What follows belongs to an exercise in optimizing a design on an open flow for small area, a short achievable clock period and few clock cycles; a production flow would make more cautious choices.
Where RTL was checked, it was by simulation tests only, not by an equivalence proof against the original.
No functional check of the RTL was part of run 7.
Power and IR drop assume default switching activity.

==> flow/design.v <==
module read_bmap_row #(
    parameter int DATA_WIDTH  = 32,
    parameter int ADDR_WIDTH  = 32,
    parameter int PIXEL_WIDTH = 16,
    parameter int PIPE_LEN    = 7     
) (
    input  logic                   aclk,
    input  logic                   areset,
    input  logic                   req,
    input  logic [ADDR_WIDTH-1:0]  fb_base_in,
    input  logic [31:0]            wmod_in,
    input  logic [31:0]            xcur_in,
    input  logic [31:0]            ycur_in,
    input  logic [31:0]            hdx_in,
    input  logic [31:0]            hdy_in,
    input  logic [31:0]            cnt_in,
    output logic                   mem_req,
    output logic                   mem_we,
    output logic [ADDR_WIDTH-1:0]  mem_addr,
    output logic [DATA_WIDTH-1:0]  mem_wdata,
    input  logic [DATA_WIDTH-1:0]  mem_rdata,
    input  logic                   mem_resp,
    output logic [PIXEL_WIDTH-1:0] pixel,
    output logic                   pix_valid,
    input  logic                   pix_ready,
    output logic                   pix_last,
    output logic                   busy,
    output logic                   done
);
    localparam int AW = $clog2(PIPE_LEN);
    localparam int RN = PIPE_LEN - 1;        
    localparam int RW = $clog2(RN);
    logic        r_init;    
    logic        r_mac;     
    logic        r_slow;    
    logic        r_run;     
    logic        r_zero;    
    logic        r_drain;   
    logic        r_busy;
    logic        r_done;
    logic        r_mem_req;
    logic [31:0] r_x;       
    logic [31:0] r_y;       
    logic [31:0] r_hdx;
    logic [31:0] r_hdy;
    logic [31:0] r_w;       
    logic [31:0] r_p;       
    logic [31:0] r_r;       
    logic [31:0] r_cnt;     
    logic        r_last;    
    logic [16:0] r_m;       
    logic        r_mp;      
    logic        r_dp, r_dm;          
    logic        r_fast;              
    logic        r_fc, r_fco;         
    logic        r_sw1, r_sw2, r_sr1, r_sr2, r_inv;
    logic [PIXEL_WIDTH-1:0] r_od;     
    logic                   r_ov;     
    logic                   r_ol;     
    logic [PIXEL_WIDTH-1:0] r_dat [RN];
    logic [RW:0]            r_rp;     
    logic [RW:0]            r_hp;     
    logic [(1<<AW)-1:0]     r_up;
    logic [AW:0]            r_wp;     
    logic [AW:0]            r_rc;     
    logic [AW:0]            r_occ;    
    logic                   r_full;   
    function automatic logic [32:0] pfx_add32(input logic [31:0] a, input logic [31:0] b,
                                              input logic cin);
        logic [31:0] p, g, gg, pp, ng, np;
        p  = a ^ b;
        g  = a & b;
        gg = {g[31:1], g[0] | (p[0] & cin)};
        pp = p;
        for (int d = 1; d < 32; d = d * 2) begin
            ng = gg;
            np = pp;
            for (int i = d; i < 32; i++) begin
                ng[i] = gg[i] | (pp[i] & gg[i-d]);
                np[i] = pp[i] & pp[i-d];
            end
            gg = ng;
            pp = np;
        end
        pfx_add32 = {gg[31], p ^ {gg[30:0], cin}};
    endfunction
    logic [32:0] w_ysum;
    logic        w_c, w_co;
    logic        w_hz, w_hm, w_hp1;
    logic        w_dz, w_dp, w_dm;
    assign w_ysum = pfx_add32(r_y, r_hdy, 1'b0);
    assign w_co   = w_ysum[32];
    assign w_c    = w_ysum[16] ^ r_y[16] ^ r_hdy[16];
    assign w_hz   = (r_hdy[31:16] == 16'h0000);
    assign w_hm   = (r_hdy[31:16] == 16'hFFFF);
    assign w_hp1  = (r_hdy[31:16] == 16'h0001);
    assign w_dz   = (w_hz && !w_c) || (w_hm && w_c);
    assign w_dp   = (w_hz && w_c && !w_co) || (w_hp1 && !w_c && !w_co);
    assign w_dm   = w_hm && !w_c && w_co;
    logic [15:0] w_s;
    assign w_s = r_hdy[31:16] + {15'd0, r_fc};
    logic w_issue, w_pop, w_mlast, w_mul_any, w_plast;
    assign w_issue   = r_run && (!r_full || w_pop);
    assign w_pop     = r_ov && pix_ready;
    assign w_plast   = r_ol;
    assign w_mul_any = r_init || r_mac || r_slow;
    assign w_mlast   = (r_m[16:1] == 16'h0000) || (r_m[16:1] == 16'hFFFF);
    logic [31:0] w_mul;
    logic [31:0] w_op;
    logic [31:0] w_pnext;
    assign w_mul   = r_mac ? r_r : r_w;
    assign w_op    = ({32{r_sw1}} & r_w) | ({32{r_sw2}} & {r_w[30:0], 1'b0})
                   | ({32{r_sr1}} & r_r) | ({32{r_sr2}} & {r_r[30:0], 1'b0});
    logic [32:0] w_psum;
    assign w_psum  = pfx_add32(r_p, w_op ^ {32{r_inv}}, r_inv);
    assign w_pnext = w_psum[31:0];
    logic [2:0] w_dig;
    logic       w_dig_r, w_dig_on;
    logic       w_ndp, w_ndm;
    assign w_ndp = (r_init || w_issue) ? w_dp : r_dp;
    assign w_ndm = (r_init || w_issue) ? w_dm : r_dm;
    always_comb begin
        w_dig_on = 1'b1;
        w_dig_r  = 1'b0;
        w_dig    = 3'b000;
        if (!r_busy) begin
            w_dig = {ycur_in[17:16], 1'b0};
        end else if (w_mul_any && !w_mlast) begin
            w_dig   = r_m[3:1];
            w_dig_r = 1'b1;
        end else if (w_issue && !r_last && !r_fast) begin
            w_dig = {w_s[1:0], 1'b0};
        end else begin
            w_dig_on = 1'b0;
        end
    end
    logic [31:0] w_byte;
    logic [32:0] w_bsum, w_xsum;
    assign w_bsum = pfx_add32(r_p, {15'd0, r_x[31:16], 1'b0}, 1'b0);
    assign w_byte = w_bsum[31:0];
    assign w_xsum = pfx_add32(r_x, r_hdx, 1'b0);
    function automatic logic [RW:0] rinc(input logic [RW:0] p);
        rinc = (p[RW-1:0] == RW'(RN - 1)) ? {~p[RW], {RW{1'b0}}} : p + 1'b1;
    endfunction
    logic [PIXEL_WIDTH-1:0] w_half;
    logic w_rempty, w_resp_o, w_resp_ring, w_ring_o, w_ov_n, w_drain_n, w_ol_n;
    logic [RW:0] w_rp_n, w_hp_n;
    logic [AW:0] w_wp_n, w_rc_n, w_occ_n;
    assign w_half      = r_up[r_rc[AW-1:0]] ? mem_rdata[31:16] : mem_rdata[15:0];
    assign w_rempty    = (r_rp == r_hp);
    assign w_resp_o    = mem_resp && w_rempty && (!r_ov || w_pop);
    assign w_resp_ring = mem_resp && !w_resp_o;
    assign w_ring_o    = w_pop && !w_rempty;
    assign w_ov_n      = (r_ov && !w_pop) || w_ring_o || w_resp_o;
    assign w_rp_n      = w_resp_ring ? rinc(r_rp) : r_rp;
    assign w_hp_n      = w_ring_o ? rinc(r_hp) : r_hp;
    assign w_wp_n      = r_wp + {{AW{1'b0}}, w_issue};
    assign w_rc_n      = r_rc + {{AW{1'b0}}, mem_resp};
    assign w_occ_n     = r_occ + {{AW{1'b0}}, w_issue} - {{AW{1'b0}}, w_pop};
    assign w_drain_n   = (w_pop && r_ol) ? 1'b0 : (r_drain || (w_issue && r_last));
    assign w_ol_n      = w_ov_n && w_drain_n && (w_rp_n == w_hp_n) && (w_rc_n == w_wp_n);
    always_ff @(posedge aclk) begin
        if (areset) begin
            r_init    <= 1'b0;
            r_mac     <= 1'b0;
            r_slow    <= 1'b0;
            r_run     <= 1'b0;
            r_zero    <= 1'b0;
            r_drain   <= 1'b0;
            r_ov      <= 1'b0;
            r_ol      <= 1'b0;
            r_rc      <= '0;
            r_occ     <= '0;
            r_busy    <= 1'b0;
            r_done    <= 1'b0;
            r_mem_req <= 1'b0;
            r_wp      <= '0;
            r_rp      <= '0;
            r_hp      <= '0;
            r_full    <= 1'b0;
        end else begin
            r_mem_req <= w_issue;
            r_wp      <= w_wp_n;
            r_rc      <= w_rc_n;
            r_rp      <= w_rp_n;
            r_hp      <= w_hp_n;
            r_occ     <= w_occ_n;
            r_full    <= (w_occ_n == (AW+1)'(PIPE_LEN));
            r_ov      <= w_ov_n;
            r_ol      <= w_ol_n;
            r_drain   <= w_drain_n;
            r_done    <= (w_pop && w_plast) || r_zero;
            if ((w_pop && w_plast) || r_zero) r_busy <= 1'b0;
            else if (req) r_busy <= 1'b1;
            r_init <= !r_busy && req && (cnt_in != 32'd0);
            r_zero <= !r_busy && req && (cnt_in == 32'd0);
            if (w_mul_any) begin
                r_mac <= !w_mlast;
                r_run <= w_mlast;
            end
            r_slow <= w_issue && !r_last && !r_fast;
            if (w_issue && (r_last || !r_fast)) r_run <= 1'b0;
        end
    end
    always_ff @(posedge aclk) begin
        if (!r_busy) begin
            r_x    <= xcur_in;
            r_y    <= ycur_in;
            r_hdx  <= hdx_in;
            r_hdy  <= hdy_in;
            r_w    <= wmod_in;
            r_p    <= fb_base_in;
            r_cnt  <= cnt_in;
            r_last <= (cnt_in == 32'd1);
            r_m    <= {1'b0, ycur_in[31:16]};
            r_mp   <= 1'b0;
        end else begin
            if (w_mul_any) begin
                r_p  <= w_pnext;
                r_r  <= {w_mul[29:0], 2'b00};
                r_m  <= {{2{r_m[16]}}, r_m[16:2]};
                r_mp <= r_m[1];
            end
            if (r_init || w_issue) begin
                r_y    <= w_ysum[31:0];
                r_fc   <= w_c;
                r_fco  <= w_co;
                r_dp   <= w_dp;
                r_dm   <= w_dm;
                r_fast <= w_dz || w_dp || w_dm;
            end
            if (w_issue) begin
                r_x    <= w_xsum[31:0];
                r_cnt  <= r_cnt - 32'd1;
                r_last <= (r_cnt == 32'd2);
                r_r    <= {2'b00, w_byte[31:2]};
                if (r_fast) r_p <= w_pnext;
                r_m    <= {r_fco, w_s};
                r_mp   <= 1'b0;
            end
        end
    end
    always_ff @(posedge aclk) begin
        if (w_dig_on) begin
            r_sw1 <= !w_dig_r && (w_dig[1] ^ w_dig[0]);
            r_sr1 <=  w_dig_r && (w_dig[1] ^ w_dig[0]);
            r_sw2 <= !w_dig_r && ((w_dig[2] && !w_dig[1] && !w_dig[0]) || (!w_dig[2] && w_dig[1] && w_dig[0]));
            r_sr2 <=  w_dig_r && ((w_dig[2] && !w_dig[1] && !w_dig[0]) || (!w_dig[2] && w_dig[1] && w_dig[0]));
            r_inv <= w_dig[2] && !(w_dig[1] && w_dig[0]);
        end else begin
            r_sw1 <= w_ndp || w_ndm;
            r_sr1 <= 1'b0;
            r_sw2 <= 1'b0;
            r_sr2 <= 1'b0;
            r_inv <= w_ndm;
        end
    end
    always_ff @(posedge aclk) begin
        if (w_issue) begin
            r_up[r_wp[AW-1:0]]  <= w_byte[1];
        end
        if (w_resp_ring) r_dat[r_rp[RW-1:0]] <= w_half;
        if (w_ring_o)    r_od <= r_dat[r_hp[RW-1:0]];
        else if (w_resp_o) r_od <= w_half;
    end
    assign mem_req   = r_mem_req;
    assign mem_addr  = {2'b00, r_r[29:0]};
    assign mem_we    = 1'b0;
    assign mem_wdata = '0;
    assign pixel     = r_od;
    assign pix_valid = r_ov;
    assign pix_last  = w_plast;
    assign busy      = r_busy;
    assign done      = r_done;
endmodule
==> flow/flow/run.sh <==
#!/bin/bash
# Standard layout, with the port buffers made of the smallest buffer cell.
cp standard.sh standard.sh.log.txt 2>/dev/null
export BUFFER_PORTS_ARGS="-buffer_cell sky130_fd_sc_hd__buf_1"
bash standard.sh > standard.log 2>&1
==> flow/standard.sh <==
#!/bin/bash
# synth_recipe.tcl (not shown) runs the flow's synth.tcl, then flattens the netlist and writes it again
# the make line also repeats each setting of config.mk as NAME=value (left out here)
make -C /OpenROAD-flow-scripts/flow DESIGN_CONFIG=/design/flow/config.mk WORK_HOME=/design/flow/orfs CLKGATE_MAP_FILE= SYNTH_SCRIPT=/design/flow/synth_recipe.tcl "${@:-finish}"
==> flow/config.mk <==
export PLATFORM = sky130hd
export DESIGN_NAME = read_bmap_row
export DESIGN_NICKNAME = read_bmap_row
export VERILOG_FILES = /design/flow/design.v
export SDC_FILE = /design/flow/constraint.sdc
export NUM_CORES = 4
export LEC_CHECK = 0
export CAP_MARGIN = 20
export CORE_MARGIN = 2
export CORE_UTILIZATION = 85
export CTS_BUF_LIST = sky130_fd_sc_hd__clkbuf_8
export CTS_CLUSTER_DIAMETER = 60
export CTS_CLUSTER_SIZE = 16
export SETUP_SLACK_MARGIN = 4.5
export SLEW_MARGIN = 20
==> flow/constraint.sdc <==
create_clock -name core_clock -period 8.0 [get_ports {aclk}]
set_input_delay 1.6000 -clock core_clock [delete_from_list [all_inputs] [get_ports {aclk}]]
set_output_delay 1.6000 -clock core_clock [all_outputs]
set_load 0.01 [all_outputs]
==> flow_summary.yaml, run 1 <==
logic_synthesis:
  synthArstFlopShare_pct: 0
  synthesis.instances: 2329
  synth-seq-area-share_pct: 49.0
  netlist_area_um2: 25200
  synth-edff-count: 365
  synth_seq_cells: 435
  yosys.cell_types.count: 92
  synth_flop_cell: "sky130_fd_sc_hd__edfxtp_1"
  syn_area_per_cell_um2: 10.8
  number_of_warning_messages_in_the_yosys_log: 1
run_status:
  failing_step: "5_1_grt"
  stop_error: "[ERROR GRT-0232] Routing congestion too high. Check the congestion heatmap in the GUI."
  outcome: "did not finish"
sta:
  worstEndpointType: "register data pin"
  endpoint_with_the_least_setup_slack_after_the_last_global_route_repair: "r_p[31]$_DFF_P_/D"
floorplan:
  ioPinCount: 347
  floorplan.die.width_um: 176
  core.rowCount: 63
  floorplan.initialDensity_pct: 85.7
  floorplan.die.height_um: 176
placed_design:
  number_of_buffer_cells_added_on_primary_ports: 311
  preCtsSetupSlack_ns: 3.63
  dpl.cell_count: 2930
  dp.final_hpwl_um: 45000
  place.gp.congestion: 0.943
  placement.cell_area_um2: 26400
clock_network:
  clock-root-buffer: "sky130_fd_sc_hd__clkbuf_8"
  cts_num_sinks: 435
  ctsHoldBuffers: 0
  clockBufferDepth: 3
  cts_inserted_buffers: 37
  max_h_tree_level: 2
global_routing:
  globalRouteTotalUtil_pct: 80.8
  grt_max_degree: 104
  grt-ovfl-total: 97
  grt_antenna_before_repair: 17
[cells in the mapped netlist, types with 7 or more instances]
master / count / area [µm²]
sky130_fd_sc_hd__nand4_1: 18 / 113
sky130_fd_sc_hd__nand2b_1: 15 / 93.8
sky130_fd_sc_hd__o21bai_1: 11 / 82.6
sky130_fd_sc_hd__nand2_1: 177 / 664
sky130_fd_sc_hd__a221oi_1: 29 / 254
sky130_fd_sc_hd__a21oi_1: 194 / 971
sky130_fd_sc_hd__a211oi_1: 33 / 248
sky130_fd_sc_hd__mux4_2: 18 / 405
sky130_fd_sc_hd__nor3_1: 39 / 195
sky130_fd_sc_hd__mux2_2: 58 / 653
sky130_fd_sc_hd__clkbuf_1: 69 / 259
sky130_fd_sc_hd__buf_1: 15 / 56.3
sky130_fd_sc_hd__edfxtp_1: 365 / 11000
sky130_fd_sc_hd__ha_1: 127 / 1590
sky130_fd_sc_hd__xor2_1: 64 / 561
sky130_fd_sc_hd__o31ai_1: 11 / 82.6
sky130_fd_sc_hd__xnor2_1: 133 / 1160
sky130_fd_sc_hd__a21o_1: 44 / 330
sky130_fd_sc_hd__nor2b_1: 39 / 244
sky130_fd_sc_hd__mux2i_1: 39 / 390
sky130_fd_sc_hd__nand3b_1: 7 / 52.6
sky130_fd_sc_hd__o21ai_0: 78 / 390
sky130_fd_sc_hd__a31oi_1: 24 / 150
sky130_fd_sc_hd__nor4_1: 35 / 219
sky130_fd_sc_hd__mux2_1: 10 / 113
sky130_fd_sc_hd__or3_1: 16 / 100
sky130_fd_sc_hd__and3_1: 27 / 169
sky130_fd_sc_hd__dfxtp_1: 70 / 1400
sky130_fd_sc_hd__nor2_1: 203 / 762
sky130_fd_sc_hd__a22o_1: 30 / 263
sky130_fd_sc_hd__and2_1: 7 / 43.8
sky130_fd_sc_hd__buf_4: 65 / 488
sky130_fd_sc_hd__inv_1: 54 / 203
sky130_fd_sc_hd__o21ai_1: 35 / 175
sky130_fd_sc_hd__nand3_1: 52 / 260
sky130_fd_sc_hd__o21a_1: 11 / 82.6
sky130_fd_sc_hd__a22oi_1: 7 / 52.6
[routing by layer]
metal	overflow	global-route usage [%]
met1	1	80.7
met2	49	95.3
met3	4	68.2
met4	43	77.7
met5	0	46.3
[logic make-up after synthesis]
logic type / share of synthesized area (%)
compound gates: 14.8
xor+xnor: 6.84
fa+ha+maj: 6.70
buf+inv: 4.19
flops: 49.0
mux: 6.19
other cells: 0.0149
simple gates: 12.3
[metrics by stage]
step                hold WS [ns]  util [%]  power [mW]
CTS                        0.505      93.6        7.12
detailed placement         0.479      89.7        5.65
global placement           0.436      89.7        5.44
floorplan                  0.420         -        5.03
[how the worst max path moves through the flow]
stage          endpoint  slack, ns  depth (start not counted)  startpoint
2_1_floorplan      r_ol       4.51                         13   pix_ready
3_3_place_gp    r_p[30]       3.84                         13       r_sw1
3_5_place_dp    r_p[30]       3.63                         13       r_sw1
4_1_cts         r_p[30]       4.37                         15       r_sr1
[power groups by stage]
stage | Combinational [mW] | Clock (mW) | Sequential [mW]
floorplan | 2.06 | 0 | 2.96
global placement | 2.41 | 0 | 3.03
CTS | 2.78 | 1.33 | 3.01
detailed placement | 2.60 | 0 | 3.05
[timing repair]
action	in CTS
buffers inserted	17
endpoints found under the setup margin	120
cloned	3
pin swaps	20
resized for setup	43
Testbench counts, summed over its fixed seeds: cycles 30,202.
==> run 2, diff against run 1 <==
--- a/flow/config.mk
+++ b/flow/config.mk
@@ -8,5 +8,5 @@
 export CAP_MARGIN = 20
 export CORE_MARGIN = 2
-export CORE_UTILIZATION = 85
+export CORE_UTILIZATION = 75
 export CTS_BUF_LIST = sky130_fd_sc_hd__clkbuf_8
 export CTS_CLUSTER_DIAMETER = 60
==> run 2 against run 1 <==
Effect of this change:
- now clean on timing, DRC and antenna
- area after synthesis is the same
- synthesized cell count did not move
==> flow_summary.yaml, run 2 <==
setup_path:
  timing.setup.critical_path_class: "reg2reg"
  critical_path_required_ns: 8.51
  worstReg2RegEnd: "r_p[30]"
  worst_r2r_path_depth: 15
  startpoint_type: "register"
  cp.arrival_ns: 4.16
  worstReg2RegStart: "r_sr1"
  endpoint_kind: "register"
  r2r_setup_slack_ns: 4.35
  critPathMaxFanout: 16
floorplan:
  core_um2: 33300
  floorplan.die.width_um: 187
  design.die.area_um2: 35100
  floorplan.initialDensity_pct: 75.7
  core.rowCount: 67
  floorplan.die.height_um: 187
  ioPinCount: 347
run_status:
  outcome: "timing/DRC/antenna clean"
clock_network:
  cts_num_sinks: 435
  worst_skew_pair.late_latency_ns: 0.66
  cts_inserted_buffers: 39
  tritoncts_clock_tree: "built"
  clock-root-buffer: "sky130_fd_sc_hd__clkbuf_8"
  clk_transition_reported_paths_ns: 0.10
  max_h_tree_level: 2
  ctsHoldBuffers: 0
  clockBufferDepth: 3
power_and_ir_drop:
  irDropWorstVdd_uv: 229
  leakagePower_nw: 10.2
  power.density_cell_area_nw_per_um2: 258
logic_synthesis:
  synthArstFlopShare_pct: 0
  yosys.area.top_type: "sky130_fd_sc_hd__edfxtp_1"
  synth-seq-area-share_pct: 49.0
  synthesis.instances: 2329
  synthMostInstantiatedCell: "sky130_fd_sc_hd__edfxtp_1"
  yosys-top-cells-count: "sky130_fd_sc_hd__edfxtp_1, sky130_fd_sc_hd__nor2_1, sky130_fd_sc_hd__a21oi_1"
  number_of_warning_messages_in_the_yosys_log: 1
  synthDominantCellAreaShare_pct: 43.5
  synth-edff-count: 365
  yosys.cell_types.count: 92
  synth_seq_cells: 435
  synth_flop_cell: "sky130_fd_sc_hd__edfxtp_1"
  syn_area_per_cell_um2: 10.8
  netlist_area_um2: 25200
  post_synth_main_area_contributors: "sky130_fd_sc_hd__edfxtp_1, sky130_fd_sc_hd__ha_1, sky130_fd_sc_hd__dfxtp_1"
global_routing:
  globalRouteTotalUtil_pct: 33.1
  first_pass_grt_wire_length_um: 93900
  grt_max_degree: 83
  grt_antenna_before_repair: 3
  via_count_of_the_first_global_routing_pass: 19300
  grt-ovfl-total: 0
final_layout:
  highest_count_cells_in_the_layout_ignoring_fill_and_taps: "sky130_fd_sc_hd__edfxtp_1, sky130_fd_sc_hd__buf_1, sky130_fd_sc_hd__nor2_1"
  multi_input_area_um2: 12300
  mostFrequentLayoutCell: "sky130_fd_sc_hd__edfxtp_1"
  nNetsFinal: 2999
  num-fill-cells: 1985
  register_area_um2: 12400
  post_route_cells_drive_above_1_share_pct: 9.90
  area_growth_syn_to_layout_pct: 10.6
  final_design_area_no_fill_um2: 27900
  largest_register_ffs: 96
sta:
  layout_min_cycle_time_ns: 3.65
  setup-tns-final_ns: 0
  tightestPinTransition_ns: 1.11
  maxClockFrequency_mhz: 274
  clock_skew_after_layout_ns: 0.0431
  finalCritPeriodShare_pct: 45.6
  timing.final.hold_violations: 0
  setup_viol_count_final: 0
  timing.final.max_slew_violations: 0
  slew_headroom_pct: 25.9
  rsz_0062_raised_after_global_routing: "yes"
hold_path:
  holdPathStages: 2
  path_class_of_the_lowest_slack_min_delay_path: "reg2reg"
  worst_hold_startpoint: "r_zero"
  holdPathEnd: "r_done"
routing:
  via_count: 19700
  dr_wl_met2_um: 29900
  final_antenna_net_count: 0
  routed.top_layer: "met5"
  drc: 0
  drt-initial-drc-count: 1822
  wire_length_the_detailed_router_placed_on_met1_um: 23300
  avgRoutedWirePerCell_um: 19.6
  totalWireLength_um: 60700
  met3_wirelength_um: 5330
  routed_via_density: 6.38
  firstDrtPassIters: 8
placed_design:
  placement.cell_area_um2: 26400
  place.gp.congestion: 0.943
  number_of_buffer_cells_added_on_primary_ports: 311
  dp.final_hpwl_um: 40600
job:
  maxCapViolCount: 0
==> run 2: cell counts after synthesis <==
Identical to the previous run, type by type.
==> run 2: worst max-delay path, cell delays in order (launching register included) <==
cell	delay [ns]
sky130_fd_sc_hd__dfxtp_4	0.38
sky130_fd_sc_hd__buf_12	0.15
sky130_fd_sc_hd__a22o_1	0.22
sky130_fd_sc_hd__a221oi_2	0.19
sky130_fd_sc_hd__xnor2_1	0.15
sky130_fd_sc_hd__ha_1	0.26
sky130_fd_sc_hd__nor2b_2	0.17
sky130_fd_sc_hd__o21ai_2	0.14
sky130_fd_sc_hd__a21oi_2	0.09
sky130_fd_sc_hd__o311a_1	0.33
sky130_fd_sc_hd__a41o_1	0.28
sky130_fd_sc_hd__a41o_1	0.25
sky130_fd_sc_hd__a2111o_1	0.47
sky130_fd_sc_hd__a21oi_2	0.17
sky130_fd_sc_hd__mux2i_1	0.19
sky130_fd_sc_hd__nand3_1	0.08
==> run 2: area by class of cell <==
class	count	share of cell area [%]
antenna	4	0.0359
clock buffer	41	2.02
clock inverter	30	0.750
inverter	57	0.804
multi-input combinational	1718	44.1
sequential	435	44.4
tap	448	2.01
timing repair buffer	355	5.89
==> run 2: what timing repair did <==
| action | 4_1_cts | 5_1_grt |
|---|---|---|
| resized for setup | 27 | 58 |
| buffers inserted | 4 | 19 |
| pin swaps | 8 | 33 |
| endpoints found under the setup margin | 120 | 89 |
| cloned | 0 | 2 |
| endpoints found under the hold margin | 0 | 0 |
==> run 2: how the worst max path moves through the flow <==
stage,end,from
CTS,r_p[26],r_sr1
finish,r_p[30],r_sr1
floorplan,r_ol,pix_ready
global placement,r_sw1,pix_ready
global route,r_p[30],r_sr1
detailed placement,r_p[28],pix_ready
==> run 2: routing by layer <==
| metal | GRT usage, % | up-vias |
|---|---|---|
| met4 | 13.8 | 2 |
| met1 | 41.7 | 9357 |
| met3 | 5.74 | 188 |
| met2 | 56.7 | 982 |
| met5 | 0 | - |
| li1 | - | 9167 |
==> run 2: logic make-up after synthesis <==
family                   after synthesis  synth area share (%)
AND/OR/NAND/NOR                      657                  12.3
XOR/XNOR                             197                  6.84
other                                  1                0.0149
buffers and inverters                210                  4.19
multiplexers                         125                  6.19
flip-flops                           435                  49.0
AO/OA/AOI/OAI                        572                  14.8
adder cells (fa/ha/maj)              132                  6.70
==> run 2: through the flow <==
stage	cells	hold WS [ns]	utilization [%]	setup slack [ns]	power (mW)
after floorplan	2363	0.420	-	4.51	5.03
after global placement	2987	0.438	79.4	3.58	5.46
after detailed placement	2987	0.452	79.4	3.42	5.58
after CTS	3062	0.451	82.2	4.29	6.96
after global routing	3085	0.493	83.7	4.23	7.58
final	3088	0.438	83.8	4.35	7.20
==> run 2: where the power goes <==
part | internal, mW | leakage [nW] | switching, mW
sequential | 2.79 | 4.12 | 0.223
clock | 0.557 | 0.446 | 0.783
combinational | 1.25 | 5.62 | 1.59
==> run 3, diff against run 2 <==
--- a/flow/config.mk
+++ b/flow/config.mk
@@ -8,8 +8,9 @@
 export CAP_MARGIN = 20
 export CORE_MARGIN = 2
-export CORE_UTILIZATION = 75
+export CORE_UTILIZATION = 65
 export CTS_BUF_LIST = sky130_fd_sc_hd__clkbuf_8
 export CTS_CLUSTER_DIAMETER = 60
 export CTS_CLUSTER_SIZE = 16
+export PLACE_DENSITY = 0.75
 export SETUP_SLACK_MARGIN = 4.5
 export SLEW_MARGIN = 20
==> run 3 against run 2 <==
Effect of this change:
- still clean
- critical path depth unchanged
- routed wire length decreased by 0.39%
- via count decreased by 3.0%
- sequential cell count unchanged
- worst setup slack improved by 0.090 ns
- combinational power about the same
- final cell count increased by 2.6%
- critical path type unchanged
- largest power group unchanged
==> flow_summary.yaml, run 3 <==
run_status:
  outcome: "timing/DRC/antenna clean"
logic_synthesis:
  synth-seq-area-share_pct: 49.0
  yosys.cell_types.count: 92
  synth-edff-count: 365
  yosys-top-cells-count: "sky130_fd_sc_hd__edfxtp_1, sky130_fd_sc_hd__nor2_1, sky130_fd_sc_hd__a21oi_1"
  netlist_area_um2: 25200
  yosys.area.top_type: "sky130_fd_sc_hd__edfxtp_1"
  syn_area_per_cell_um2: 10.8
  post_synth_main_area_contributors: "sky130_fd_sc_hd__edfxtp_1, sky130_fd_sc_hd__ha_1, sky130_fd_sc_hd__dfxtp_1"
  synthDominantCellAreaShare_pct: 43.5
  synthMostInstantiatedCell: "sky130_fd_sc_hd__edfxtp_1"
  number_of_warning_messages_in_the_yosys_log: 1
  synth_flop_cell: "sky130_fd_sc_hd__edfxtp_1"
  synthesis.instances: 2329
  synth_seq_cells: 435
  synthArstFlopShare_pct: 0
routing:
  via_count: 19100
  drc: 0
  avgRoutedWirePerCell_um: 19.1
  drt-initial-drc-count: 1461
  routed_via_density: 6.03
  totalWireLength_um: 60400
  firstDrtPassIters: 5
  final_antenna_net_count: 0
setup_path:
  worst_r2r_path_depth: 15
  startpoint_type: "register"
  timing.setup.critical_path_class: "reg2reg"
  crit_start: "r_sr1"
  worstReg2RegStart: "r_sr1"
  endpoint_kind: "register"
  cp.arrival_ns: 4.08
  worstReg2RegEnd: "r_p[30]"
  r2r_setup_slack_ns: 4.44
  worstSetupEndpoint: "r_p[30]"
  critPathMaxFanout: 6
  critical_path_required_ns: 8.52
global_routing:
  grt_max_degree: 101
  grt-ovfl-total: 0
  globalRouteTotalUtil_pct: 29.2
  first_pass_grt_wire_length_um: 95100
  grt_antenna_before_repair: 4
  via_count_of_the_first_global_routing_pass: 18800
sta:
  setup_viol_count_final: 0
  timing.hold.ws_ns: 0.459
  timing.final.hold_violations: 0
  maxClockFrequency_mhz: 281
  clock_skew_after_layout_ns: 0.0303
  setup-tns-final_ns: 0
  timing.final.max_slew_violations: 0
  slew_headroom_pct: 26.8
  finalCritPeriodShare_pct: 44.5
  layout_min_cycle_time_ns: 3.56
  rsz_0062_raised_after_global_routing: "yes"
  tightestPinTransition_ns: 1.10
job:
  maxCapViolCount: 0
floorplan:
  core.rowCount: 72
  core_um2: 38500
  floorplan.initialDensity_pct: 65.5
  floorplan.die.height_um: 201
  floorplan.die.width_um: 201
  design.die.area_um2: 40400
  ioPinCount: 347
final_layout:
  highest_count_cells_in_the_layout_ignoring_fill_and_taps: "sky130_fd_sc_hd__edfxtp_1, sky130_fd_sc_hd__buf_1, sky130_fd_sc_hd__nor2_1"
  mostFrequentLayoutCell: "sky130_fd_sc_hd__edfxtp_1"
  utilization_pct: 73.2
  num-fill-cells: 2834
  area_growth_syn_to_layout_pct: 11.7
  largest_register_ffs: 96
  post_route_cells_drive_above_1_share_pct: 10.8
  nNetsFinal: 3010
clock_network:
  worst_skew_pair.late_latency_ns: 0.64
  cts_num_sinks: 435
  clock-root-buffer: "sky130_fd_sc_hd__clkbuf_8"
  max_h_tree_level: 2
  cts_inserted_buffers: 39
  tritoncts_clock_tree: "built"
  clockBufferDepth: 3
  clk_transition_reported_paths_ns: 0.11
  ctsHoldBuffers: 0
power_and_ir_drop:
  power_mw: 7.27
  irDropWorstVdd_uv: 172
  power.density_cell_area_nw_per_um2: 258
  leakagePower_nw: 10.3
placed_design:
  dp.final_hpwl_um: 40700
  place.gp.congestion: 0.941
  number_of_buffer_cells_added_on_primary_ports: 311
hold_path:
  path_class_of_the_lowest_slack_min_delay_path: "reg2reg"
  worst_hold_startpoint: "r_zero"
run 3: final cells by class:
type,count,area (µm²),share of cell area [%]
multi-input combinational,1718,12300,43.8
clock inverter,31,255,0.906
timing repair buffer,366,1760,6.24
clock buffer,41,564,2.00
antenna,3,7.51,0.0267
tap,518,648,2.30
sequential,435,12400,44.0
inverter,57,226,0.804
run 3: cells by family (layout without fill, tap and decap cells):
group                      after synthesis  in the layout  synth area share [%]
buffers and inverters                  210            495                  4.19
xor gates and xnor gates               197            197                  6.84
and+or+nand+nor                        657            657                  12.3
adders and majority gates              132            132                  6.70
DFF                                    435            435                  49.0
AOI/OAI and AO/OA                      572            572                  14.8
muxes                                  125            125                  6.19
other                                    1             38                0.0149
run 3: where the power goes:
group          internal [mW]  switching (mW)  leakage [nW]
Clock                  0.597           0.807         0.462
Sequential              2.79           0.204          4.12
Combinational           1.28            1.59          5.69
run 3: timing repair:
action	CTS	global route
cloned	1	1
setup buffers	17	16
pin swaps	13	32
resized for setup	48	49
endpoints found under the setup margin	94	95
run 3: worst min path at each step:
| stage | end | slack (ns) | cells after the start |
|---|---|---|---|
| floorplan | r_done | 0.42 | 2 |
| global placement | r_done | 0.44 | 2 |
| detailed placement | r_done | 0.44 | 2 |
| CTS | r_done | 0.46 | 2 |
| global route | r_busy | 0.53 | 2 |
| finish | r_done | 0.46 | 2 |
run 3: worst max-delay path: stages, from the launching register on:
cell and delay, ns:
sky130_fd_sc_hd__dfxtp_4 0.39, sky130_fd_sc_hd__buf_12 0.14, sky130_fd_sc_hd__buf_8 0.14, sky130_fd_sc_hd__a22o_1 0.21
sky130_fd_sc_hd__a221oi_2 0.19, sky130_fd_sc_hd__xnor2_1 0.19, sky130_fd_sc_hd__ha_2 0.35, sky130_fd_sc_hd__and2_1 0.18
sky130_fd_sc_hd__a41oi_1 0.21, sky130_fd_sc_hd__a21oi_1 0.09, sky130_fd_sc_hd__a211o_1 0.27, sky130_fd_sc_hd__a41o_1 0.24
sky130_fd_sc_hd__a2111o_1 0.42, sky130_fd_sc_hd__a21oi_2 0.15, sky130_fd_sc_hd__mux2i_1 0.19, sky130_fd_sc_hd__nand3_1 0.08
run 3: routing by layer:
metal | vias to the layer above | track usage (%) | wire, µm
met5 | - | 0 | 27
met4 | 4 | 10.2 | 1830
met3 | 127 | 5.57 | 4260
met2 | 675 | 49.0 | 29300
met1 | 9105 | 38.0 | 25000
li1 | 9197 | - | -
run 3: per-stage QoR:
| step | instance area [µm²] | setup WS (ns) | std cells |
|---|---|---|---|
| after floorplan | 25400 | 4.51 | 2363 |
| after global placement | 26500 | 3.48 | 3058 |
| after detailed placement | 26600 | 3.42 | 3059 |
| after CTS | 27800 | 4.38 | 3149 |
| after global routing | 28200 | 4.28 | 3166 |
| final | 28200 | 4.44 | 3169 |
==> run 4, diff against run 3 <==
==> flow/flow/run.sh (replaced) <==
#!/bin/bash
# Standard layout, with the port buffers made of the smallest buffer cell.
export BUFFER_PORTS_ARGS="-buffer_cell sky130_fd_sc_hd__buf_1"
bash standard.sh > standard.log 2>&1
--- a/flow/config.mk
+++ b/flow/config.mk
@@ -12,5 +12,4 @@
 export CTS_CLUSTER_DIAMETER = 60
 export CTS_CLUSTER_SIZE = 16
-export PLACE_DENSITY = 0.75
-export SETUP_SLACK_MARGIN = 4.5
+export SETUP_SLACK_MARGIN = 4.7
 export SLEW_MARGIN = 20
==> run 4 against run 3 <==
Effect of this change:
- still clean
- synthesized cell count is the same
- sequential power is essentially flat
- area after synthesis unchanged
- sequential cell count stayed put
- total power is 0.36% higher
- critical endpoint unchanged
==> flow_summary.yaml, run 4 <==
run_status:
  outcome: "timing/DRC/antenna clean"
hold_path:
  holdPathStages: 2
  worst_hold_startpoint: "r_zero"
  path_class_of_the_lowest_slack_min_delay_path: "reg2reg"
floorplan:
  floorplan.die.width_um: 201
  ioPinCount: 347
  floorplan.initialDensity_pct: 65.5
  core.rowCount: 72
  design.die.area_um2: 40400
  floorplan.die.height_um: 201
  core_um2: 38500
power_and_ir_drop:
  comb_power_share_pct: 40.8
  power.share.clock_pct: 18.0
  switchingPower_mw: 2.64
  irDropWorstVdd_uv: 226
  sw_frac_of_total_pct: 36.1
  sequentialPowerShare_pct: 41.2
  power_mw: 7.29
  leakagePower_nw: 10.3
  power.density_cell_area_nw_per_um2: 257
  power.internal_mw: 4.66
setup_path:
  timing.setup.critical_path_class: "reg2reg"
  worst_r2r_path_depth: 15
  crit_path_top_delay_cell: "sky130_fd_sc_hd__a2111o_1"
  startpoint_type: "register"
  number_of_logic_stages_on_the_critical_path_including_buffering: 15
  crit_start: "r_sr1"
  cp.arrival_ns: 3.99
  endpoint_kind: "register"
  critPathMaxFanout: 7
  worstReg2RegStart: "r_sr1"
  worstPathCellList: "buf_6 -> a22o_1 -> a221oi_2 -> xnor2_1 -> ha_1 -> a21oi_1 -> o21ai_1 -> a21oi_1 -> nand2_1 -> a41o_1 -> a41o_1 -> a2111o_1 -> a21oi_2 -> mux2i_1 -> nand3_1"
  critical_path_buf_inv_count: 1
  critical_path.top_delay_family: "compound AO/OA/AOI/OAI gates"
  critical_path.max_stage_delay_ns: 0.42
  critical_path_required_ns: 8.51
final_layout:
  register_area_um2: 12400
  post_route_cells_drive_above_1_share_pct: 12.6
  nNetsFinal: 3024
  multi_input_area_um2: 12600
  highest_count_cells_in_the_layout_ignoring_fill_and_taps: "sky130_fd_sc_hd__edfxtp_1, sky130_fd_sc_hd__buf_1, sky130_fd_sc_hd__nor2_1"
  largest_register_ffs: 96
  num-fill-cells: 2848
  area_growth_syn_to_layout_pct: 12.5
  mostFrequentLayoutCell: "sky130_fd_sc_hd__edfxtp_1"
global_routing:
  via_count_of_the_first_global_routing_pass: 18700
  grt_max_degree: 96
  first_pass_grt_wire_length_um: 95900
  globalRouteTotalUtil_pct: 29.5
  grt_antenna_before_repair: 4
  grt-ovfl-total: 0
clock_network:
  worst_skew_pair.late_latency_ns: 0.64
  clockBufferDepth: 3
  cts_inserted_buffers: 38
  cts_num_sinks: 435
  clock-root-buffer: "sky130_fd_sc_hd__clkbuf_8"
  clk_transition_reported_paths_ns: 0.10
  ctsHoldBuffers: 0
  max_h_tree_level: 2
  tritoncts_clock_tree: "built"
logic_synthesis:
  yosys-top-cells-count: "sky130_fd_sc_hd__edfxtp_1, sky130_fd_sc_hd__nor2_1, sky130_fd_sc_hd__a21oi_1"
  synthArstFlopShare_pct: 0
  netlist_area_um2: 25200
  syn_area_per_cell_um2: 10.8
  post_synth_main_area_contributors: "sky130_fd_sc_hd__edfxtp_1, sky130_fd_sc_hd__ha_1, sky130_fd_sc_hd__dfxtp_1"
  synth-edff-count: 365
  yosys.area.top_type: "sky130_fd_sc_hd__edfxtp_1"
  synthesis.instances: 2329
  synth_flop_cell: "sky130_fd_sc_hd__edfxtp_1"
  number_of_warning_messages_in_the_yosys_log: 1
  synth_seq_cells: 435
  synthMostInstantiatedCell: "sky130_fd_sc_hd__edfxtp_1"
  yosys.cell_types.count: 92
  synthDominantCellAreaShare_pct: 43.5
  synth-seq-area-share_pct: 49.0
placed_design:
  place.gp.congestion: 0.931
  dp.final_hpwl_um: 41300
  number_of_buffer_cells_added_on_primary_ports: 311
sta:
  timing.final.max_slew_violations: 0
  timing.final.hold_violations: 0
  clock_skew_after_layout_ns: 0.0238
  setup_viol_count_final: 0
  rsz_0062_raised_after_global_routing: "yes"
  tightestPinTransition_ns: 1.07
  layout_min_cycle_time_ns: 3.48
  slew_headroom_pct: 28.8
  setup-tns-final_ns: 0
  finalCritPeriodShare_pct: 43.5
  maxClockFrequency_mhz: 287
routing:
  routed_via_density: 6.15
  drc: 0
  drt-initial-drc-count: 1438
  totalWireLength_um: 61400
  final_antenna_net_count: 0
  via_count: 19500
  avgRoutedWirePerCell_um: 19.3
  firstDrtPassIters: 6
job:
  maxCapViolCount: 0
## run 4: cell counts after synthesis
Identical to the previous run, type by type.
## run 4: timing repair
action	CTS	global route
resized for setup	65	63
pin swaps	21	47
setup endpoints to repair	90	68
gates cloned	0	2
buffers inserted	29	23
## run 4: tightest hold or removal path: stages (launching register included)
cell,delay (ns)
sky130_fd_sc_hd__dfxtp_1,0.32
sky130_fd_sc_hd__a21oi_1,0.04
sky130_fd_sc_hd__nor2_1,0.07
## run 4: worst paths after layout
check | slack, ns | endpoint
worst max register to register | 4.52 | r_p[30]
worst min-delay path | 0.45 | r_done
worst min register to register | 0.45 | r_done
worst max-delay path | 4.52 | r_p[30]
## run 4: per-stage QoR
stage	instance area [µm²]	setup slack, ns	utilization [%]	hold WS [ns]	std cells
after floorplan	25500	4.68	-	0.420	2363
after global placement	26600	3.65	69.1	0.437	3055
after detailed placement	26600	3.60	69.1	0.441	3055
after CTS	27900	4.55	72.4	0.466	3151
after global routing	28400	4.34	73.7	0.475	3177
final	28400	4.52	73.7	0.448	3179
## run 4: power groups by stage
stage / logic [mW] / registers [mW] / clock network [mW]
floorplan: 2.07 / 2.96 / 0
global placement: 2.47 / 3.04 / 0
detailed placement: 2.54 / 3.05 / 0
CTS: 2.73 / 3.00 / 1.34
global route: 3.28 / 3.03 / 1.42
finish: 2.98 / 3.00 / 1.31
## run 4: cell families after synthesis
| kind of cell | after synthesis | synth area share (%) |
|---|---|---|
| other | 1 | 0.0149 |
| xor gates and xnor gates | 197 | 6.84 |
| buffers and inverters | 210 | 4.19 |
| AOI/OAI and AO/OA | 572 | 14.8 |
| and+or+nand+nor | 657 | 12.3 |
| muxes | 125 | 6.19 |
| adders and majority gates | 132 | 6.70 |
| DFF | 435 | 49.0 |
## run 4: final cells by class
type,instances,share of cell area [%]
diodes,3,0.0265
clock buffers,40,1.94
clock inverters,27,0.648
inverters,57,0.865
multi-input cells,1718,44.3
flip-flops and latches,435,43.7
well taps,518,2.28
repair buffers,380,6.23
repair inverters,1,0.0397
## run 4: layer usage
layer	track usage (%)	up-vias	part of all wire [%]
met1	39.6	9429	42
met2	48.9	753	48
met3	5.00	141	7.4
li1	-	9213	-
met5	0	-	0
met4	10.1	0	3.1
==> run 5, diff against run 4 <==
--- a/flow/config.mk
+++ b/flow/config.mk
@@ -12,4 +12,4 @@
 export CTS_CLUSTER_DIAMETER = 60
 export CTS_CLUSTER_SIZE = 16
-export SETUP_SLACK_MARGIN = 4.7
+export SETUP_SLACK_MARGIN = 4.3
 export SLEW_MARGIN = 20
==> run 5 against run 4 <==
Effect of this change:
- critical path depth stayed put
- clock-buffer cell count rose by 3
- global-route usage up 0.079 points
- design area shrank 2.7%
- hold slack improved by 0.015 ns
- combinational power down 12%
- total power down 3.7%
- fmax fell by 5.5%
- area after synthesis unchanged
- sequential cell count did not move
- register-to-register slack got worse by 0.20 ns
- highest routed layer is now met5
==> flow_summary.yaml, run 5 <==
setup_path:
  critical_path_required_ns: 8.53
  timing.setup.critical_path_class: "reg2reg"
  critPathMaxFanout: 16
  endpoint_kind: "register"
  startpoint_type: "register"
  worst_r2r_path_depth: 15
  cp.arrival_ns: 4.21
floorplan:
  design.die.area_um2: 40400
  core.rowCount: 72
  floorplan.die.width_um: 201
  floorplan.die.height_um: 201
  core_um2: 38500
  ioPinCount: 347
  floorplan.initialDensity_pct: 65.5
global_routing:
  grt-ovfl-total: 0
  globalRouteTotalUtil_pct: 29.6
  grt_max_degree: 93
  via_count_of_the_first_global_routing_pass: 18600
  grt_antenna_before_repair: 8
  first_pass_grt_wire_length_um: 95800
power_and_ir_drop:
  leakagePower_nw: 10.1
  power_mw: 7.02
  irDropWorstVdd_uv: 181
  power.density_cell_area_nw_per_um2: 254
run_status:
  outcome: "timing/DRC/antenna clean"
clock_network:
  worst_skew_pair.late_latency_ns: 0.63
  ctsHoldBuffers: 0
  clockBufferDepth: 3
  max_h_tree_level: 2
  cts_num_sinks: 435
  clk_transition_reported_paths_ns: 0.10
  tritoncts_clock_tree: "built"
  clock-root-buffer: "sky130_fd_sc_hd__clkbuf_8"
  cts_inserted_buffers: 39
logic_synthesis:
  synthesis.instances: 2329
  synthMostInstantiatedCell: "sky130_fd_sc_hd__edfxtp_1"
  synth_flop_cell: "sky130_fd_sc_hd__edfxtp_1"
  netlist_area_um2: 25200
  synthDominantCellAreaShare_pct: 43.5
  yosys-top-cells-count: "sky130_fd_sc_hd__edfxtp_1, sky130_fd_sc_hd__nor2_1, sky130_fd_sc_hd__a21oi_1"
  number_of_warning_messages_in_the_yosys_log: 1
  synth-adder-area-share_pct: 6.70
  post_synth_xor_area_fraction_pct: 6.84
  synth-simple-area-share_pct: 12.3
  yosys.area.top_type: "sky130_fd_sc_hd__edfxtp_1"
  syn_area_per_cell_um2: 10.8
  synth-seq-area-share_pct: 49.0
  synth_compound_area_share_pct: 14.8
  synthArstFlopShare_pct: 0
  synth_seq_cells: 435
  synth-edff-count: 365
  yosys-mux-area-fraction_pct: 6.19
  post_synth_main_area_contributors: "sky130_fd_sc_hd__edfxtp_1, sky130_fd_sc_hd__ha_1, sky130_fd_sc_hd__dfxtp_1"
  synth_top_family_by_area: "compound AO/OA/AOI/OAI gates"
  yosys.cell_types.count: 92
hold_path:
  holdPathStages: 2
  path_class_of_the_lowest_slack_min_delay_path: "reg2reg"
sta:
  layout_min_cycle_time_ns: 3.69
  finalCritPeriodShare_pct: 46.1
  tightestPinTransition_ns: 1.12
  setup-tns-final_ns: 0
  slew_headroom_pct: 25.3
  maxClockFrequency_mhz: 271
  setup_viol_count_final: 0
  rsz_0062_raised_after_global_routing: "yes"
  clock_skew_after_layout_ns: 0.0223
  timing.final.max_slew_violations: 0
  timing.final.hold_violations: 0
  timing.hold.ws_ns: 0.462
routing:
  firstDrtPassIters: 6
  avgRoutedWirePerCell_um: 19.3
  final_antenna_net_count: 0
  via_count: 19000
  totalWireLength_um: 60900
  routed_via_density: 6.05
  drt-initial-drc-count: 1629
  drc: 0
final_layout:
  utilization_pct: 71.8
  largest_register_ffs: 96
  area_growth_syn_to_layout_pct: 9.50
  register_area_um2: 12400
  num-fill-cells: 2917
  post_route_cells_drive_above_1_share_pct: 8.05
  highest_count_cells_in_the_layout_ignoring_fill_and_taps: "sky130_fd_sc_hd__edfxtp_1, sky130_fd_sc_hd__buf_1, sky130_fd_sc_hd__nor2_1"
  multi_input_area_um2: 12000
  nNetsFinal: 2983
  mostFrequentLayoutCell: "sky130_fd_sc_hd__edfxtp_1"
placed_design:
  dp.final_hpwl_um: 42200
  place.gp.congestion: 0.912
  number_of_buffer_cells_added_on_primary_ports: 311
job:
  maxCapViolCount: 0
[run 5: cell counts after synthesis]
No cell type changed its count.
[run 5: worst paths after layout]
check | to | start | slack [ns]
setup / recovery | r_p[30] | r_sr1 | 4.31
hold / removal | r_done | r_zero | 0.46
setup reg to reg | r_p[30] | r_sr1 | 4.31
hold reg to reg | r_done | r_zero | 0.46
[run 5: routing by layer]
metal	part of all wire [%]	GRT usage (%)	vias up
li1	-	-	9145
met1	42	39.6	9112
met2	47	48.5	673
met3	7.5	5.78	110
met4	3.1	10.3	2
met5	0.021	0	-
[run 5: power breakdown]
group          switching [mW]  leakage, nW  internal (mW)  total (mW)
clock                   0.801        0.452          0.579        1.38
sequential              0.218         4.12           2.79        3.01
combinational            1.48         5.49           1.16        2.63
[run 5: cells by family after synthesis]
kind of cell | after synthesis
xor gates and xnor gates | 197
buffers and inverters | 210
DFF | 435
and+or+nand+nor | 657
other | 1
AOI/OAI and AO/OA | 572
adders and majority gates | 132
muxes | 125
[run 5: what timing repair did]
item                                   CTS  global route
buffers inserted                         3             4
gates cloned                             0             2
resized for setup                        9            24
endpoints found under the hold margin    0             0
pin swaps                                4            10
setup endpoints to repair                9            18
[run 5: final cells by class]
type | count | share of cell area [%]
Multi-Input combinational cell | 1718 | 43.6
Clock buffer | 43 | 2.14
Sequential cell | 435 | 44.9
Clock inverter | 28 | 0.748
Tap cell | 518 | 2.35
Timing Repair Buffer | 339 | 5.38
Antenna cell | 9 | 0.0816
Inverter | 57 | 0.793
[run 5: stage by stage]
step           setup slack (ns)  cells  instance area [µm²]
6_report                   4.31   3147                27600
5_1_grt                    4.15   3143                27600
4_1_cts                    4.28   3131                27400
3_5_place_dp               3.16   3057                26500
3_3_place_gp               3.27   3056                26500
2_1_floorplan              4.35   2363                25300
[run 5: critical path: stages (launching register included)]
cell and delay [ns]:
sky130_fd_sc_hd__dfxtp_4 0.37, sky130_fd_sc_hd__buf_12 0.15, sky130_fd_sc_hd__a22o_1 0.23, sky130_fd_sc_hd__a221oi_2 0.21, sky130_fd_sc_hd__xnor2_1 0.11, sky130_fd_sc_hd__ha_1 0.30
sky130_fd_sc_hd__nor2b_1 0.16, sky130_fd_sc_hd__o21ai_2 0.15, sky130_fd_sc_hd__a21oi_2 0.08, sky130_fd_sc_hd__o311a_1 0.37, sky130_fd_sc_hd__a41o_1 0.28, sky130_fd_sc_hd__a41o_1 0.22
sky130_fd_sc_hd__a2111o_1 0.46, sky130_fd_sc_hd__a21oi_2 0.17, sky130_fd_sc_hd__mux2i_1 0.21, sky130_fd_sc_hd__nand3_1 0.09
==> run 6, diff against run 5 <==
==> flow/flow/run.sh (replaced) <==
#!/bin/bash
# Standard layout, with the port buffers made of the smallest buffer cell.
cp standard.sh standard.sh.log.txt 2>/dev/null
export BUFFER_PORTS_ARGS="-buffer_cell sky130_fd_sc_hd__buf_1"
bash standard.sh > standard.log 2>&1
--- a/flow/config.mk
+++ b/flow/config.mk
@@ -12,4 +12,4 @@
 export CTS_CLUSTER_DIAMETER = 60
 export CTS_CLUSTER_SIZE = 16
-export SETUP_SLACK_MARGIN = 4.3
+export SETUP_SLACK_MARGIN = 4.5
 export SLEW_MARGIN = 20
==> run 6 against run 5 <==
Effect of this change:
- hold slack gained 0.0061 ns
- clock skew grew 0.0019 ns
- sequential power is essentially flat
- global-route usage shrank 0.82 points
- final cell count is essentially flat
- non-clock buffer count grew 6
- fmax grew 3.3%
- total power grew 0.95%
- die area is the same
- largest cell class unchanged
==> flow_summary.yaml, run 6 <==
routing:
  drc: 0
  firstDrtPassIters: 6
  totalWireLength_um: 59000
  final_antenna_net_count: 0
  drt-initial-drc-count: 1309
  via_count: 18900
  avgRoutedWirePerCell_um: 18.8
  routed_via_density: 6.00
sta:
  slew_headroom_pct: 32.6
  timing.final.max_slew_violations: 0
  layout_min_cycle_time_ns: 3.57
  finalCritPeriodShare_pct: 44.6
  setup_viol_count_final: 0
  tightestPinTransition_ns: 1.01
  maxClockFrequency_mhz: 280
  timing.final.hold_violations: 0
  setup-tns-final_ns: 0
  clock_skew_after_layout_ns: 0.0243
  rsz_0062_raised_after_global_routing: "yes"
placed_design:
  number_of_buffer_cells_added_on_primary_ports: 311
  dpl.cell_count: 3060
  dp.final_hpwl_um: 41000
  place.gp.congestion: 0.929
final_layout:
  post_route_cells_drive_above_1_share_pct: 9.25
  area_growth_syn_to_layout_pct: 10.3
  mostFrequentLayoutCell: "sky130_fd_sc_hd__edfxtp_1"
  instances_no_fill: 3146
  num-fill-cells: 2903
  largest_register_ffs: 96
  nNetsFinal: 2989
  highest_count_cells_in_the_layout_ignoring_fill_and_taps: "sky130_fd_sc_hd__edfxtp_1, sky130_fd_sc_hd__buf_1, sky130_fd_sc_hd__nor2_1"
logic_synthesis:
  syn_area_per_cell_um2: 10.8
  synth_flop_cell: "sky130_fd_sc_hd__edfxtp_1"
  post_synth_main_area_contributors: "sky130_fd_sc_hd__edfxtp_1, sky130_fd_sc_hd__ha_1, sky130_fd_sc_hd__dfxtp_1"
  netlist_area_um2: 25200
  synthDominantCellAreaShare_pct: 43.5
  yosys-top-cells-count: "sky130_fd_sc_hd__edfxtp_1, sky130_fd_sc_hd__nor2_1, sky130_fd_sc_hd__a21oi_1"
  number_of_warning_messages_in_the_yosys_log: 1
  synth_seq_cells: 435
  yosys.area.top_type: "sky130_fd_sc_hd__edfxtp_1"
  synth-seq-area-share_pct: 49.0
  synth-edff-count: 365
  synthArstFlopShare_pct: 0
  synthMostInstantiatedCell: "sky130_fd_sc_hd__edfxtp_1"
  synthesis.instances: 2329
  yosys.cell_types.count: 92
setup_path:
  critical_path.max_stage_delay_ns: 0.40
  critPathMaxFanout: 16
  worstPathCellList: "buf_12 -> a22o_1 -> a221oi_2 -> xnor2_1 -> ha_1 -> nor2b_1 -> o21ai_2 -> a21oi_2 -> o311a_1 -> a41o_1 -> a41o_1 -> a2111o_1 -> a21oi_2 -> mux2i_1 -> nand3_1"
  startpoint_type: "register"
  worst_r2r_path_depth: 15
  critical_path_required_ns: 8.51
  r2r_setup_slack_ns: 4.43
  crit_path_top_delay_cell: "sky130_fd_sc_hd__a2111o_1"
  cp.arrival_ns: 4.08
  critical_path_buf_inv_count: 1
  endpoint_kind: "register"
  number_of_logic_stages_on_the_critical_path_including_buffering: 15
  timing.setup.critical_path_class: "reg2reg"
  critical_path.top_delay_family: "compound AO/OA/AOI/OAI gates"
power_and_ir_drop:
  power.density_cell_area_nw_per_um2: 255
  power.internal_mw: 4.56
  power.share.clock_pct: 18.8
  irDropWorstVdd_uv: 180
  sequentialPowerShare_pct: 42.2
  switchingPower_mw: 2.53
  sw_frac_of_total_pct: 35.6
  leakagePower_nw: 10.1
  comb_power_share_pct: 38.9
floorplan:
  floorplan.initialDensity_pct: 65.5
  core.rowCount: 72
  design.die.area_um2: 40400
  ioPinCount: 347
  core_um2: 38500
  floorplan.die.height_um: 201
  floorplan.die.width_um: 201
global_routing:
  grt-ovfl-total: 0
  grt_max_degree: 90
  via_count_of_the_first_global_routing_pass: 18600
  grt_antenna_before_repair: 3
  globalRouteTotalUtil_pct: 28.8
  first_pass_grt_wire_length_um: 93700
hold_path:
  path_class_of_the_lowest_slack_min_delay_path: "reg2reg"
  holdPathStages: 2
clock_network:
  clk_transition_reported_paths_ns: 0.10
  clockBufferDepth: 3
  clock-root-buffer: "sky130_fd_sc_hd__clkbuf_8"
  max_h_tree_level: 2
  cts_num_sinks: 435
  ctsHoldBuffers: 0
  tritoncts_clock_tree: "built"
  worst_skew_pair.late_latency_ns: 0.63
  cts_inserted_buffers: 39
job:
  maxCapViolCount: 0
run_status:
  outcome: "timing/DRC/antenna clean"
-- run 6: cells by family after synthesis --
| logic type | share of synthesized area [%] |
|---|---|
| AO/OA/AOI/OAI | 14.8 |
| XOR/XNOR | 6.84 |
| adder cells (fa/ha/maj) | 6.70 |
| buffers and inverters | 4.19 |
| flip-flops | 49.0 |
| multiplexers | 6.19 |
| other | 0.0149 |
| AND/OR/NAND/NOR | 12.3 |
-- run 6: power by group through the flow --
stage / Combinational [mW] / Clock [mW] / Sequential, mW
6_report: 2.76 / 1.33 / 2.99
2_1_floorplan: 2.06 / 0 / 2.96
4_1_cts: 2.61 / 1.36 / 2.99
3_3_place_gp: 2.47 / 0 / 3.03
5_1_grt: 3.08 / 1.45 / 3.02
3_5_place_dp: 2.54 / 0 / 3.04
-- run 6: path summary, 6_finish.rpt --
kind                from      end
setup / recovery   r_sr1  r_p[30]
hold / removal    r_zero   r_done
setup reg to reg   r_sr1  r_p[30]
hold reg to reg   r_zero   r_done
-- run 6: final cells by class --
class	instances	area (µm²)	share of cell area [%]
antenna	2	5.00	0.0180
clock buffer	40	551	1.98
clock inverter	31	210	0.756
inverter	57	219	0.788
multi-input combinational	1718	12300	44.1
sequential	435	12400	44.5
tap	518	648	2.33
timing repair buffer	345	1520	5.48
-- run 6: worst reg2reg max path, cell delays in order, from the launching register on --
cell,delay [ns]
sky130_fd_sc_hd__dfxtp_4,0.39
sky130_fd_sc_hd__buf_12,0.16
sky130_fd_sc_hd__a22o_1,0.22
sky130_fd_sc_hd__a221oi_2,0.20
sky130_fd_sc_hd__xnor2_1,0.10
sky130_fd_sc_hd__ha_1,0.32
sky130_fd_sc_hd__nor2b_1,0.15
sky130_fd_sc_hd__o21ai_2,0.16
sky130_fd_sc_hd__a21oi_2,0.08
sky130_fd_sc_hd__o311a_1,0.33
sky130_fd_sc_hd__a41o_1,0.28
sky130_fd_sc_hd__a41o_1,0.21
sky130_fd_sc_hd__a2111o_1,0.40
sky130_fd_sc_hd__a21oi_2,0.16
sky130_fd_sc_hd__mux2i_1,0.19
sky130_fd_sc_hd__nand3_1,0.08
-- run 6: timing repair --
| item | in CTS | in global routing |
|---|---|---|
| setup endpoints to repair | 36 | 61 |
| buffers inserted | 6 | 6 |
| pin swaps | 8 | 15 |
| gates cloned | 0 | 1 |
| gates resized for setup | 19 | 51 |
-- run 6: stage by stage --
stage               power (mW)  utilization, %  instance area (µm²)  hold WS [ns]  setup slack (ns)
finish                    7.09            72.3                27800         0.469              4.43
detailed placement        5.58            69.1                26600         0.467              3.71
floorplan                 5.03               -                25400         0.420              4.51
CTS                       6.97            71.4                27500         0.486              4.44
global route              7.54            72.3                27800         0.524              4.27
global placement          5.50            69.0                26500         0.442              3.84
-- run 6: layer usage --
| metal | share of wire, % | global-route usage [%] | up-vias |
|---|---|---|---|
| met5 | 0.019 | 0 | - |
| met4 | 3.3 | 10.6 | 2 |
| met3 | 6.7 | 5.10 | 118 |
| met2 | 48 | 47.6 | 624 |
| met1 | 42 | 38.2 | 9011 |
| li1 | - | - | 9131 |
==> run 7, diff against run 6 <==
--- a/flow/design.v
+++ b/flow/design.v
@@ -210,5 +210,4 @@
             r_hdy  <= hdy_in;
             r_w    <= wmod_in;
-            r_p    <= fb_base_in;
             r_cnt  <= cnt_in;
             r_last <= (cnt_in == 32'd1);
@@ -217,5 +216,4 @@
         end else begin
             if (w_mul_any) begin
-                r_p  <= w_pnext;
                 r_r  <= {w_mul[29:0], 2'b00};
                 r_m  <= {{2{r_m[16]}}, r_m[16:2]};
@@ -235,9 +233,12 @@
                 r_last <= (r_cnt == 32'd2);
                 r_r    <= {2'b00, w_byte[31:2]};
-                if (r_fast) r_p <= w_pnext;
                 r_m    <= {r_fco, w_s};
                 r_mp   <= 1'b0;
             end
         end
+    end
+    always_ff @(posedge aclk) begin
+        if (!r_busy || w_mul_any || (w_issue && r_fast))
+            r_p <= r_busy ? w_pnext : fb_base_in;
     end
     always_ff @(posedge aclk) begin
==> run 7 against run 6 <==
Effect of this change:
- via count fell by 0.95%
- routed wire length rose by 1.9%
- global-route usage rose by 0.39 points
- critical path type unchanged
- non-clock buffer count rose by 17
- synthesized cell count fell by 4.1%
- register-to-register slack got worse by 0.05 ns
- still clean on timing, DRC and antenna
- total power rose by 13%
==> flow_summary.yaml, run 7 <==
setup_path:
  critical_path.top_delay_family: "compound AO/OA/AOI/OAI gates"
  critical_path_required_ns: 8.40
  timing.setup.critical_path_class: "reg2reg"
  critPathMaxFanout: 8
  worstPathCellList: "buf_12 -> a22o_1 -> a221oi_2 -> xnor2_1 -> ha_1 -> a21o_1 -> a221oi_2 -> and3_1 -> a21oi_4 -> a221o_1 -> a311oi_2 -> o21ai_1 -> xor2_1 -> mux2_2"
  critical_path.max_stage_delay_ns: 0.37
  cp.arrival_ns: 4.01
  endpoint_kind: "register"
  crit_path_top_delay_cell: "sky130_fd_sc_hd__dfxtp_4"
  startpoint_type: "register"
  crit_path_frequent_cell: "sky130_fd_sc_hd__a221oi_2"
  critical_path_buf_inv_count: 1
sta:
  timing.hold.ws_ns: 0.512
  slew_headroom_pct: 25.7
  fin_worst_setup_slack_ns: 4.38
  setup-tns-final_ns: 0
  timing.final.max_slew_violations: 0
  tightestPinTransition_ns: 1.11
  timing.final.hold_violations: 0
  finalCritPeriodShare_pct: 45.2
  clock_skew_after_layout_ns: 0.0163
  setup_viol_count_final: 0
  layout_min_cycle_time_ns: 3.62
  rsz_0062_raised_after_global_routing: "yes"
  maxClockFrequency_mhz: 277
global_routing:
  globalRouteTotalUtil_pct: 29.2
  first_pass_grt_wire_length_um: 94800
  grt-ovfl-total: 0
  grt_antenna_before_repair: 9
  grt_max_degree: 100
  via_count_of_the_first_global_routing_pass: 18300
logic_synthesis:
  synth-edff-count: 397
  synthesis.instances: 2233
  synth_seq_cells: 435
  synthArstFlopShare_pct: 0
  post_synth_main_area_contributors: "sky130_fd_sc_hd__edfxtp_1, sky130_fd_sc_hd__ha_1, sky130_fd_sc_hd__xnor2_1"
  yosys-top-cells-count: "sky130_fd_sc_hd__edfxtp_1, sky130_fd_sc_hd__a21oi_1, sky130_fd_sc_hd__nor2_1"
  yosys.cell_types.count: 95
  synth-adder-area-share_pct: 6.55
  synth_compound_area_share_pct: 14.6
  netlist_area_um2: 25400
  yosys.area.top_type: "sky130_fd_sc_hd__edfxtp_1"
  post_synth_xor_area_fraction_pct: 6.92
  synth-simple-area-share_pct: 10.9
  number_of_warning_messages_in_the_yosys_log: 1
  synth_top_family_by_area: "compound AO/OA/AOI/OAI gates"
  synthDominantCellAreaShare_pct: 47.0
  synth-seq-area-share_pct: 49.9
  syn_area_per_cell_um2: 11.4
  synth_flop_cell: "sky130_fd_sc_hd__edfxtp_1"
  synthMostInstantiatedCell: "sky130_fd_sc_hd__edfxtp_1"
  yosys-mux-area-fraction_pct: 6.93
clock_network:
  clockBufferDepth: 3
  tritoncts_clock_tree: "built"
  worst_skew_pair.late_latency_ns: 0.64
  clock-root-buffer: "sky130_fd_sc_hd__clkbuf_8"
  cts_inserted_buffers: 38
  clk_transition_reported_paths_ns: 0.10
  cts_num_sinks: 435
  max_h_tree_level: 2
final_layout:
  post_route_cells_drive_above_1_share_pct: 12.3
  num-fill-cells: 2801
  multi_input_area_um2: 12200
  nNetsFinal: 2903
  utilization_pct: 72.9
  area_growth_syn_to_layout_pct: 11.0
  largest_register_ffs: 96
  mostFrequentLayoutCell: "sky130_fd_sc_hd__edfxtp_1"
  register_area_um2: 12700
  highest_count_cells_in_the_layout_ignoring_fill_and_taps: "sky130_fd_sc_hd__edfxtp_1, sky130_fd_sc_hd__buf_1, sky130_fd_sc_hd__nor2_1"
floorplan:
  core_um2: 38600
  ioPinCount: 347
  design.die.area_um2: 40700
  floorplan.die.width_um: 202
  floorplan.initialDensity_pct: 65.7
  core.rowCount: 72
  floorplan.die.height_um: 202
run_status:
  outcome: "timing/DRC/antenna clean"
routing:
  drc: 0
  totalWireLength_um: 60200
  drt-initial-drc-count: 1206
  avgRoutedWirePerCell_um: 19.6
  via_count: 18700
  firstDrtPassIters: 5
  routed_via_density: 6.10
  final_antenna_net_count: 0
placed_design:
  dp.final_hpwl_um: 42200
  number_of_buffer_cells_added_on_primary_ports: 311
  preCtsSetupSlack_ns: 3.48
  place.gp.congestion: 0.899
hold_path:
  path_class_of_the_lowest_slack_min_delay_path: "reg2reg"
power_and_ir_drop:
  irDropWorstVdd_uv: 194
  power.density_cell_area_nw_per_um2: 285
  leakagePower_nw: 10.1
job:
  maxCapViolCount: 0
## run 7: cell types whose count changed in the layout (fill, tap and decap cells not counted), sizes merged, moves of 7 or more
cell / previous run / this run
a21oi: 196 / 161
edfxtp: 365 / 397
o21ai: 113 / 93
inv: 72 / 65
nor4: 35 / 24
nor2: 203 / 158
mux2: 68 / 87
buf: 344 / 360
o21a: 11 / 18
nand2: 177 / 153
dfxtp: 70 / 38
## run 7: area by class of cell
cell class                      instances  share of cell area [%]
Sequential cell                       435                    45.1
Multi-Input combinational cell       1625                    43.2
Timing Repair Buffer                  362                    5.86
Tap cell                              518                    2.30
Clock buffer                           39                    1.90
Clock inverter                         30                   0.959
Inverter                               50                   0.710
Antenna cell                            6                  0.0533
## run 7: power breakdown
part	leakage (nW)	switching, mW	total, mW	internal, mW
combinational	5.43	1.90	3.47	1.57
sequential	4.18	0.265	3.16	2.89
clock	0.445	0.791	1.39	0.603
total	10.1	2.95	8.02	5.07
## run 7: cell families after synthesis
logic type,after synthesis
xor gates and xnor gates,199
other,1
and+or+nand+nor,574
buffers and inverters,207
AOI/OAI and AO/OA,545
DFF,435
muxes,142
adders and majority gates,130
## run 7: path summary, 6_finish.rpt
path | depth (start not counted) | startpoint | end | slack [ns]
worst max register to register | 14 | r_sr2 | r_p[27] | 4.38
worst min-delay path | 2 | r_rp[0] | r_rp[0] | 0.51
worst max-delay path | 14 | r_sr2 | r_p[27] | 4.38
worst min register to register | 2 | r_rp[0] | r_rp[0] | 0.51
## run 7: tightest hold or removal path, stage by stage (launching register included)
cell,delay (ns)
sky130_fd_sc_hd__dfxtp_1,0.35
sky130_fd_sc_hd__nand2_1,0.07
sky130_fd_sc_hd__a21oi_1,0.05
## run 7: metal layers
metal	share of wire (%)	wire length (µm)	up-vias	track usage, %
met5	0.091	55	-	0
met4	2.9	1770	8	10.3
met3	7.6	4600	118	5.49
met2	48	28700	668	47.9
met1	42	25100	8968	39.1
li1	-	-	8944	-
## run 7: through the flow
step                instance area [µm²]  power (mW)  instances
floorplan                         25700        5.63       2267
global placement                  26800        6.24       2958
detailed placement                26800        6.33       2959
CTS                               27700        7.81       3035
global route                      28200        8.52       3059
finish                            28200        8.02       3065
## run 7: timing repair
action,in CTS,in global routing
setup endpoints to repair,89,100
pin swaps,6,22
resized for setup,21,47
setup buffers,7,22
hold buffers,0,0
cloned,0,2

==> port drivers added, routing unchanged <==
In the flow no input, the clock included, has a driving cell. The finished layouts below were timed again as built, in two steps. Step 1, drivers: a clkbuf_16 drives aclk and a buf_2 each remaining input, both assumed. Step 2 also shifts input and output timing later by t, the mid clock arrival at the registers, as if the neighbouring blocks saw the same clock. Slacks: ideal ports / drivers / drivers and shift; pairs: ideal ports / drivers.
run	t, ns	setup slack, ns	worst register clock-pin slew, ns	pins driven straight from the clock port
run 2	0.688	4.350 / 4.350 / 3.962	0.10 / 0.10	1
run 3	0.679	4.441 / 4.441 / 4.056	0.11 / 0.11	1
run 4	0.679	4.517 / 4.517 / 4.218	0.11 / 0.11	1
run 5	0.679	4.312 / 4.312 / 3.717	0.11 / 0.11	1
run 6	0.675	4.432 / 4.432 / 3.958	0.10 / 0.10	1
run 7	0.684	4.384 / 4.384 / 3.972	0.10 / 0.10	1
After both steps setup and hold are still met in every run listed. For run 5, which loses most, drivers alone change the setup slack by 0.000 ns; drivers and shift together by -0.595 ns.
